This design comes from an exercise in tuning for a short achievable clock period and few clock cycles on the open sky130 flow, not from production work.
The RTL was checked by simulation tests, not by an equivalence proof against the original design.
Power figures rest on the tool's default switching activity, not on a simulated workload.

## design/flow/run.sh

```bash
#!/bin/bash
# synth_recipe.tcl (not shown) runs the flow's synth.tcl, then flattens the netlist and writes it again
# the make line also repeats each setting of config.mk as NAME=value (left out here)
make -C /OpenROAD-flow-scripts/flow DESIGN_CONFIG=/design/flow/config.mk WORK_HOME=/design/flow/orfs CLKGATE_MAP_FILE= SYNTH_SCRIPT=/design/flow/synth_recipe.tcl finish
```

## design/flow/config.mk

```make
export PLATFORM = sky130hd
export DESIGN_NAME = kill_search_engine
export DESIGN_NICKNAME = kill_search_engine
export VERILOG_FILES = /design/flow/design.v
export SDC_FILE = /design/flow/constraint.sdc
export NUM_CORES = 4
export LEC_CHECK = 0
export ABC_CLOCK_PERIOD_IN_PS = 3000
export CAP_MARGIN = 20
export CORE_MARGIN = 2
export CORE_UTILIZATION = 40
export SETUP_SLACK_MARGIN = 3.5
export SLEW_MARGIN = 20
```

## design/flow/constraint.sdc

```tcl
create_clock -name core_clock -period 7.0 [get_ports {i_clk}]
set_input_delay 1.4000 -clock core_clock [delete_from_list [all_inputs] [get_ports {i_clk}]]
set_output_delay 1.4000 -clock core_clock [all_outputs]
set_load 0.01 [all_outputs]
```

## design/flow/design.v

```verilog
package gobang_pkg;
   localparam int         CELLS   = 225;
   localparam logic [7:0] NO_MOVE = 8'hFF;
   localparam logic [1:0] EMPTY = 2'b00;
   localparam logic [1:0] BLACK = 2'b01;
   localparam logic [1:0] WHITE = 2'b10;
   typedef logic [CELLS-1:0][1:0] board_t;
   typedef enum logic [2:0] {
      S_IDLE,
      S_QUERY,
      S_WAIT,
      S_DESCEND,
      S_ASCEND,
      S_DONE
   } state_t;
   function automatic logic [1:0] opp_side(input logic [1:0] s);
      opp_side = {s[0], s[1]};
   endfunction
endpackage
module kill_stack #(
   parameter int DEPTH = 8,
   parameter int W     = 8,
   parameter int N     = 225
) (
   input  logic         i_clk,
   input  logic         i_push,
   input  logic         i_pop1,
   input  logic         i_pop2,
   input  logic [W-1:0] i_data,
   output logic [W-1:0] o_top,
   output logic [W-1:0] o_sec,
   output logic [N-1:0] o_top_1h,
   output logic [N-1:0] o_sec_1h
);
   logic [DEPTH-1:0][W-1:0] mem_q, mem_d;
   logic [N-1:0]            top_1h_q, sec_1h_q;
   assign o_top    = mem_q[0];
   assign o_sec    = mem_q[1];
   assign o_top_1h = top_1h_q;
   assign o_sec_1h = sec_1h_q;
   always_comb begin
      mem_d = mem_q;
      if (i_push)      mem_d = {mem_q[DEPTH-2:0], i_data};
      else if (i_pop1) mem_d = {{W{1'b1}}, mem_q[DEPTH-1:1]};
      else if (i_pop2) mem_d = {{2*W{1'b1}}, mem_q[DEPTH-1:2]};
   end
   always_ff @(posedge i_clk) begin
      mem_q <= mem_d;
      for (int i = 0; i < N; i++) begin
         top_1h_q[i] <= (mem_d[0] == W'(i));
         sec_1h_q[i] <= (mem_d[1] == W'(i));
      end
   end
endmodule
module kill_search_engine #(
   parameter int MAX_DEPTH   = 9,
   parameter int MOVE_W      = 8,
   parameter int NODE_BUDGET = 4096
) (
   input  logic              i_clk,
   input  logic              i_rst,
   input  logic              i_start,
   input  logic              i_abort,
   input  logic [4:0]        i_depth,
   input  logic [1:0]        i_side,
   input  gobang_pkg::board_t i_board,
   output logic              o_q_valid,
   input  logic              i_q_ready,
   output gobang_pkg::board_t o_q_board,
   output logic [4:0]        o_q_level,
   output logic [MOVE_W-1:0] o_q_after,
   input  logic              i_r_valid,
   input  logic              i_r_found,
   input  logic [MOVE_W-1:0] i_r_move,
   input  logic              i_r_win,
   output logic              o_busy,
   output logic              o_finish,
   output logic              o_sha,
   output logic [MOVE_W-1:0] o_first_move,
   output logic              o_timeout
);
   localparam int                CELLS   = gobang_pkg::CELLS;
   localparam int                GROUPS  = (CELLS + 15) / 16;
   localparam logic [MOVE_W-1:0] NOMV    = MOVE_W'(gobang_pkg::NO_MOVE);
   localparam logic [3:0]        LIM_MAX = 4'(MAX_DEPTH - 1);
   logic              qv_q, wt_q, fin_q;
   logic              sha_q;
   logic [MOVE_W-1:0] first_q;
   logic              act_desc_q, act_next_q, act_pop1_q, act_pop2_q, act_none_q;
   logic [MOVE_W-1:0] mv_q;
   logic [CELLS-1:0]  set0_q, set1_q;    
   logic [GROUPS-1:0] clrt_q, clrs_q;    
   logic [2*CELLS-1:0] board_q, board_v;  
   logic [3:0]        level_q, level_v, lim_q;
   logic [3:0]        lvl_inc_q, lvl_dec_q, lvl_dec2_q;
   logic              at_lim_q, lvl0_q, lvl1_q;
   logic [MOVE_W-1:0] after_q, after_v;
   logic [1:0]        side_q;
   logic [MOVE_W-1:0] stk_top, stk_sec;
   logic [CELLS-1:0]  stk_top_1h, stk_sec_1h;
   logic [16*GROUPS-1:0] top_1h_pad, sec_1h_pad;
   logic [2*CELLS-1:0] root;
   assign root       = i_board;
   assign top_1h_pad = (16*GROUPS)'(stk_top_1h);
   assign sec_1h_pad = (16*GROUPS)'(stk_sec_1h);
   logic              atk, idle, cell_empty, ok, resp, fin, play;
   logic              clr_top, clr_sec;
   logic [1:0]        code;
   logic [4:0]        lim_new;
   assign idle = !qv_q && !wt_q && !fin_q;
   assign atk  = ~level_q[0];
   assign code = atk ? side_q : gobang_pkg::opp_side(side_q);
   logic [15:0]       mv_hi_1h, mv_lo_1h;
   logic [CELLS-1:0]  mv_1h, empty;
   always_comb begin
      for (int k = 0; k < 16; k++) begin
         mv_hi_1h[k] = (i_r_move[7:4] == 4'(k));
         mv_lo_1h[k] = (i_r_move[3:0] == 4'(k));
      end
      for (int i = 0; i < CELLS; i++) begin
         mv_1h[i] = mv_hi_1h[i / 16] && mv_lo_1h[i % 16];
         empty[i] = (board_q[2*i +: 2] == gobang_pkg::EMPTY);
      end
   end
   assign cell_empty = |(mv_1h & empty);
   assign ok         = i_r_found && cell_empty;
   assign resp    = wt_q && i_r_valid && !i_abort;
   assign fin     = ok ? (i_r_win && lvl0_q) : (lvl0_q || lvl1_q);
   assign play    = resp && i_r_found && !i_r_win && !at_lim_q;
   assign clr_top = resp && !(ok && !i_r_win && (!at_lim_q || atk));
   assign clr_sec = resp && !ok;
   always_ff @(posedge i_clk or posedge i_rst) begin
      if (i_rst) begin
         qv_q    <= 1'b0;
         wt_q    <= 1'b0;
         fin_q   <= 1'b0;
         sha_q   <= 1'b0;
         first_q <= NOMV;
      end else begin
         fin_q <= 1'b0;
         if (idle) begin
            if (i_start) begin
               qv_q    <= 1'b1;
               sha_q   <= 1'b0;
               first_q <= NOMV;
            end
         end else if (qv_q || wt_q) begin
            if (i_abort) begin
               qv_q    <= 1'b0;
               wt_q    <= 1'b0;
               fin_q   <= 1'b1;
               sha_q   <= 1'b0;
               first_q <= NOMV;
            end else if (qv_q) begin
               if (i_q_ready) begin
                  qv_q <= 1'b0;
                  wt_q <= 1'b1;
               end
            end else if (i_r_valid) begin
               wt_q    <= 1'b0;
               fin_q   <= fin;
               qv_q    <= !fin;
               sha_q   <= ok ? (i_r_win && lvl0_q) : lvl1_q;
               first_q <= ok ? ((i_r_win && lvl0_q) ? i_r_move : NOMV) :
                               (lvl1_q ? stk_top : NOMV);
            end
         end
      end
   end
   always_comb begin
      level_v = ({4{act_desc_q}} & lvl_inc_q) | ({4{act_pop1_q}} & lvl_dec_q) |
                ({4{act_pop2_q}} & lvl_dec2_q) |
                ({4{act_none_q || act_next_q}} & level_q);
      after_v = ({MOVE_W{act_desc_q}} & NOMV) | ({MOVE_W{act_next_q}} & mv_q) |
                ({MOVE_W{act_pop1_q}} & stk_top) | ({MOVE_W{act_pop2_q}} & stk_sec) |
                ({MOVE_W{act_none_q}} & after_q);
   end
   for (genvar i = 0; i < CELLS; i++) begin : g_cell
      logic clr;
      assign clr = (clrt_q[i / 16] && stk_top_1h[i]) || (clrs_q[i / 16] && stk_sec_1h[i]);
      assign board_v[2*i]     = set0_q[i] || (board_q[2*i] && !clr);
      assign board_v[2*i + 1] = set1_q[i] || (board_q[2*i + 1] && !clr);
   end
   kill_stack #(
      .DEPTH (MAX_DEPTH - 1),
      .W     (MOVE_W),
      .N     (CELLS)
   ) u_stack (
      .i_clk    (i_clk),
      .i_push   (act_desc_q),
      .i_pop1   (act_pop1_q),
      .i_pop2   (act_pop2_q),
      .i_data   (mv_q),
      .o_top    (stk_top),
      .o_sec    (stk_sec),
      .o_top_1h (stk_top_1h),
      .o_sec_1h (stk_sec_1h)
   );
   assign lim_new = (int'(i_depth) >= MAX_DEPTH) ? 5'(LIM_MAX) : i_depth;
   always_ff @(posedge i_clk) begin
      act_desc_q <= resp && ok && !i_r_win && !at_lim_q;
      act_next_q <= resp && ok && !i_r_win && at_lim_q && atk;
      act_pop1_q <= resp && ok && (i_r_win || (at_lim_q && !atk));
      act_pop2_q <= resp && !ok;
      act_none_q <= !resp;
      mv_q       <= i_r_move;
      set0_q     <= {CELLS{play && code[0]}} & mv_1h & empty;
      set1_q     <= {CELLS{play && code[1]}} & mv_1h & empty;
      for (int g = 0; g < GROUPS; g++) begin
         clrt_q[g] <= clr_top && |top_1h_pad[16*g +: 16];
         clrs_q[g] <= clr_sec && |sec_1h_pad[16*g +: 16];
      end
      if (idle && i_start) begin
         board_q    <= root;
         level_q    <= 4'd0;
         lvl_inc_q  <= 4'd1;
         lvl_dec_q  <= 4'd15;
         lvl_dec2_q <= 4'd14;
         at_lim_q   <= (lim_new == 5'd0);
         lvl0_q     <= 1'b1;
         lvl1_q     <= 1'b0;
         after_q    <= NOMV;
         lim_q      <= lim_new[3:0];
         side_q     <= i_side;
      end else begin
         board_q    <= board_v;
         level_q    <= level_v;
         lvl_inc_q  <= level_v + 4'd1;
         lvl_dec_q  <= level_v - 4'd1;
         lvl_dec2_q <= level_v - 4'd2;
         at_lim_q   <= (level_v == lim_q);
         lvl0_q     <= (level_v == 4'd0);
         lvl1_q     <= (level_v == 4'd1);
         after_q    <= after_v;
      end
   end
   assign o_q_valid    = qv_q;
   assign o_busy       = qv_q || wt_q;
   assign o_finish     = fin_q;
   assign o_q_board    = board_v;
   assign o_q_level    = {1'b0, level_v};
   assign o_q_after    = after_v;
   assign o_sha        = sha_q;
   assign o_first_move = first_q;
   assign o_timeout    = 1'b0;
endmodule
```

==> notes.md <==
## report_power, final
| part | total [mW] | switching [mW] | internal, mW |
|---|---|---|---|
| registers | 13.3 | 3.10 | 10.2 |
| clock network | 8.71 | 3.64 | 5.08 |
| logic | 10.7 | 6.14 | 4.51 |
## layout make-up
| cell class | count | area (um2) |
|---|---|---|
| clock buffer | 234 | 4720 |
| timing repair buffer | 1316 | 12400 |
| inverter | 49 | 184 |
| antenna | 27 | 67.6 |
| tap | 1742 | 2180 |
| multi-input combinational | 3080 | 22500 |
| fill | 11400 | 55900 |
| sequential | 1500 | 30800 |
| clock inverter | 41 | 601 |
## through the flow
step	hold WS [ns]	setup WS, ns
3_3_place_gp	0.446	0.462
4_1_cts	0.490	3.23
3_5_place_dp	0.450	0.339
5_1_grt	0.525	3.22
6_report	0.504	3.25
2_1_floorplan	0.430	3.10
## sequential cells by signal, summed over array words and instances (netlist names), 15 cells and up
register	count
clrt_q	15
board_q	450
u_stack.mem_q	64
set0_q	225
clrs_q	15
u_stack.sec_1h_q	225
set1_q	225
u_stack.top_1h_q	225
## layer usage
metal / routed length (um) / global-route usage [%] / up-vias
li1: - / - / 19900
met1: 111000 / 51.8 / 23800
met2: 133000 / 67.2 / 4183
met3: 38600 / 16.7 / 1352
met4: 31500 / 37.1 / 46
met5: 324 / 0 / -
## cells in the final DEF, fill, tap and decap left out, types with 15 or more instances in the layout
| master | count |
|---|---|
| nor2b_1 | 15 |
| a22oi_1 | 68 |
| a22oi_2 | 189 |
| or4_4 | 19 |
| nand4_1 | 53 |
| and2_4 | 19 |
| nand2_1 | 124 |
| dfxtp_1 | 1397 |
| dfxtp_4 | 31 |
| buf_4 | 300 |
| clkbuf_16 | 167 |
| or4_1 | 66 |
| clkdlybuf4s50_1 | 476 |
| clkbuf_2 | 80 |
| or3_4 | 21 |
| nand2_2 | 35 |
| a21o_4 | 42 |
| a21oi_1 | 60 |
| nor2_1 | 795 |
| edfxtp_1 | 54 |
| buf_6 | 23 |
| clkinv_2 | 18 |
| nand3_1 | 16 |
| clkdlybuf4s15_2 | 16 |
| clkdlybuf4s15_1 | 43 |
| or3_1 | 99 |
| mux2_2 | 452 |
| a21o_1 | 404 |
| dlymetal6s2s_1 | 20 |
| diode_2 | 27 |
| nor4_1 | 124 |
| and2_1 | 17 |
| clkbuf_8 | 40 |
| dlygate4sd2_1 | 288 |
| buf_12 | 34 |
| o21ai_0 | 50 |
| clkbuf_1 | 32 |
| nor3_1 | 180 |
| inv_1 | 48 |
## worst paths after layout
kind                                       start                           end  slack [ns]  depth (start not counted)
max in group asynchronous                  i_rst              qv_q$_DFFE_PP0P_        5.59                          2
min reg2reg                after_q[5]$_SDFF_PP1_         after_q[5]$_SDFF_PP1_        0.50                          2
max reg2reg                   act_pop1_q$_DFF_P_  u_stack.top_1h_q[72]$_DFF_P_        3.59                          9
min                        after_q[5]$_SDFF_PP1_         after_q[5]$_SDFF_PP1_        0.50                          2
min in group asynchronous                  i_rst               fin_q$_DFF_PP0_        0.98                          2
max                                  i_r_move[0]             clrt_q[9]$_DFF_P_        3.25                         14
## kinds of logic (layout without fill, tap and decap cells)
group	after synthesis	count (layout)
adders and majority gates	6	6
AOI/OAI and AO/OA	902	902
other	1	29
buffers and inverters	357	1640
and+or+nand+nor	1691	1703
DFF	1500	1500
muxes	460	460
xor gates and xnor gates	7	7
## worst max-delay path: stages
cell       delay [ns]
buf_12           0.12
buf_4            0.17
or4b_2           0.91
a21oi_2          0.30
a2111oi_2        0.10
nand4_1          0.27
nor4_4           0.08
buf_6            0.15
a21oi_4          0.24
buf_6            0.15
a21oi_4          0.07
buf_12           0.15
buf_16           0.15
and2_1           0.14
## what timing repair did
item	CTS	global route
endpoints found under the hold margin	0	0
cloned	16	8
buffers inserted	250	68
endpoints found under the setup margin	675	374
gates resized for setup	1001	336
pin swaps	462	142
==> notes.md <==
Port Buffer Count approximately 950; CP Data Arrival Time between 4 and 5 ns; largest net degree at the start of global routing 150; first-pass GRT wire length 405 mm; placed cell area roughly 63,000 um2; drt drc 0; Max Buffers Root-to-Sink 3; fin crit share around 54%; Core ar. 129,000 um2; routed via count just under 50,000; Placed Cells around 7,300; Post-Layout Inst Area between 70,000 and 80,000 um2; Hold Path Class flip-flop to flip-flop; Post-Syn Area about 52,000 um2; CTS tree done; vias in the first global route between 40,000 and 50,000; Tightest Pin Transition between 1 and 1.5 ns; status no timing/DRC/antenna violations; Worst-path clk slew 0.06 ns; cts hold-fix bufs 0; DRT Pass-1 Iters 9; EDFF count, synth 54; setup TNS 0 ns; Post-Synth XOR/XNOR Area 0.118%; Hold Vio Cnt, Final 0; Vias per Instance just over 6; CTS Buf Count roughly 160; most used standard cell by instance count after synthesis dfxtp_1; Setup violations, final 0; FP Rows roughly 130; Async S/R FF share, synth 0.800%; Compound-Gate Fraction of Synth Area roughly an eighth; final core occ 56.8%; RSZ-0062 raised after global routing true; WS Path Type input pin to flip-flop; Design Power roughly 33 mW; final wirelength ~310 mm; Area Growth Syn to Fin 41.2%; top post-synthesis cells by count 1,434 x dfxtp_1, 802 x nor2_1, 452 x mux2_2, 451 x a21o_1, 257 x a22oi_1; Crit. End Element flip-flop; hpwl dp 230 mm; layout cells sized above 1 a little over a quarter; number of max-cap violations 0; CP Data Required Time about 7.7 ns; max-slew violation count 0; worst clock skew around 0.034 ns; Die X approximately 360 um; Routed Antenna Nets 0; Ports between 900 and 1,000; post-synth top area share 55.2%; Synth Instances between 4,000 and 5,000; die area roughly 130,000 um2; Avg WL per Cell ~39 um; gpl congestion between 1 and 1.5; H-tree depth 4; Cell variety after synth 61; initial core utilization between 40% and 50%; crit start category input pin; Leak between 20 and 30 nW; Seq/Total Area, Yosys between 50% and 60%; f_max 267 MHz; Die Ht about 360 um; total global routing overflow 0; Clock Latency Late Sink around 0.80 ns; post-synthesis adder-cell area fraction 0.144%; syn avg cell area 10.6 um2; simple-gate share of the synthesized area approximately 16%; CTS sink count 1,500; Pwr Density about 450 nW/um2; nets between 6,000 and 7,000; #FFs+latches synth ~1,500; initial antenna violation count 58; Finished Layout Cells between 7,000 and 8,000; Root Buffer clkbuf_16; post-synthesis mux area share just under 10%; Max-slew headroom between 10% and 20%; crit path max fanout 10; main combinational cell family by area after synthesis simple AND/OR/NAND/NOR gates; Final Critical Period around 3.8 ns; DRT iter0 DRCs 7,017; ranking of synthesized cells by area dfxtp_1 55%, mux2_2 9.8%, a21o_1 6.5%; gr usage total about 45%; yosys warns 2; Yosys top cell by area dfxtp_1; Max VDD drop approximately 0.27 mV; commonest register cell after synthesis dfxtp_1
Testbench counts, summed over its fixed seeds: cycles 88,809.

-- re-timing with driven ports --
No port has a modelled driver above. Below, the same layout with a new extraction and two added sets of constraints.
Step 1: set_driving_cell puts a clkbuf_16 on i_clk and a buf_2 on each other input, an assumption about the parent block.
Step 2 moves the port delays by t, midway between the first and last clock arrival at a register: inputs arrive t later, outputs are due t later. That takes back most of the time a late clock gives input paths.
Slacks: ideal / step 1 / step 2; pairs: ideal / step 1.
t (ns): 0.859
slack for setup (ns): 3.248 / 3.110 / 2.251
hold slack, ns: 0.504 / 0.504 / 0.504
worst setup path after step 2: input to register
worst slew at a driven data input, ns: 0.30
After both steps setup and hold are still met in this run. For this run, drivers alone change the setup slack by -0.138 ns; drivers and shift together by -0.997 ns.
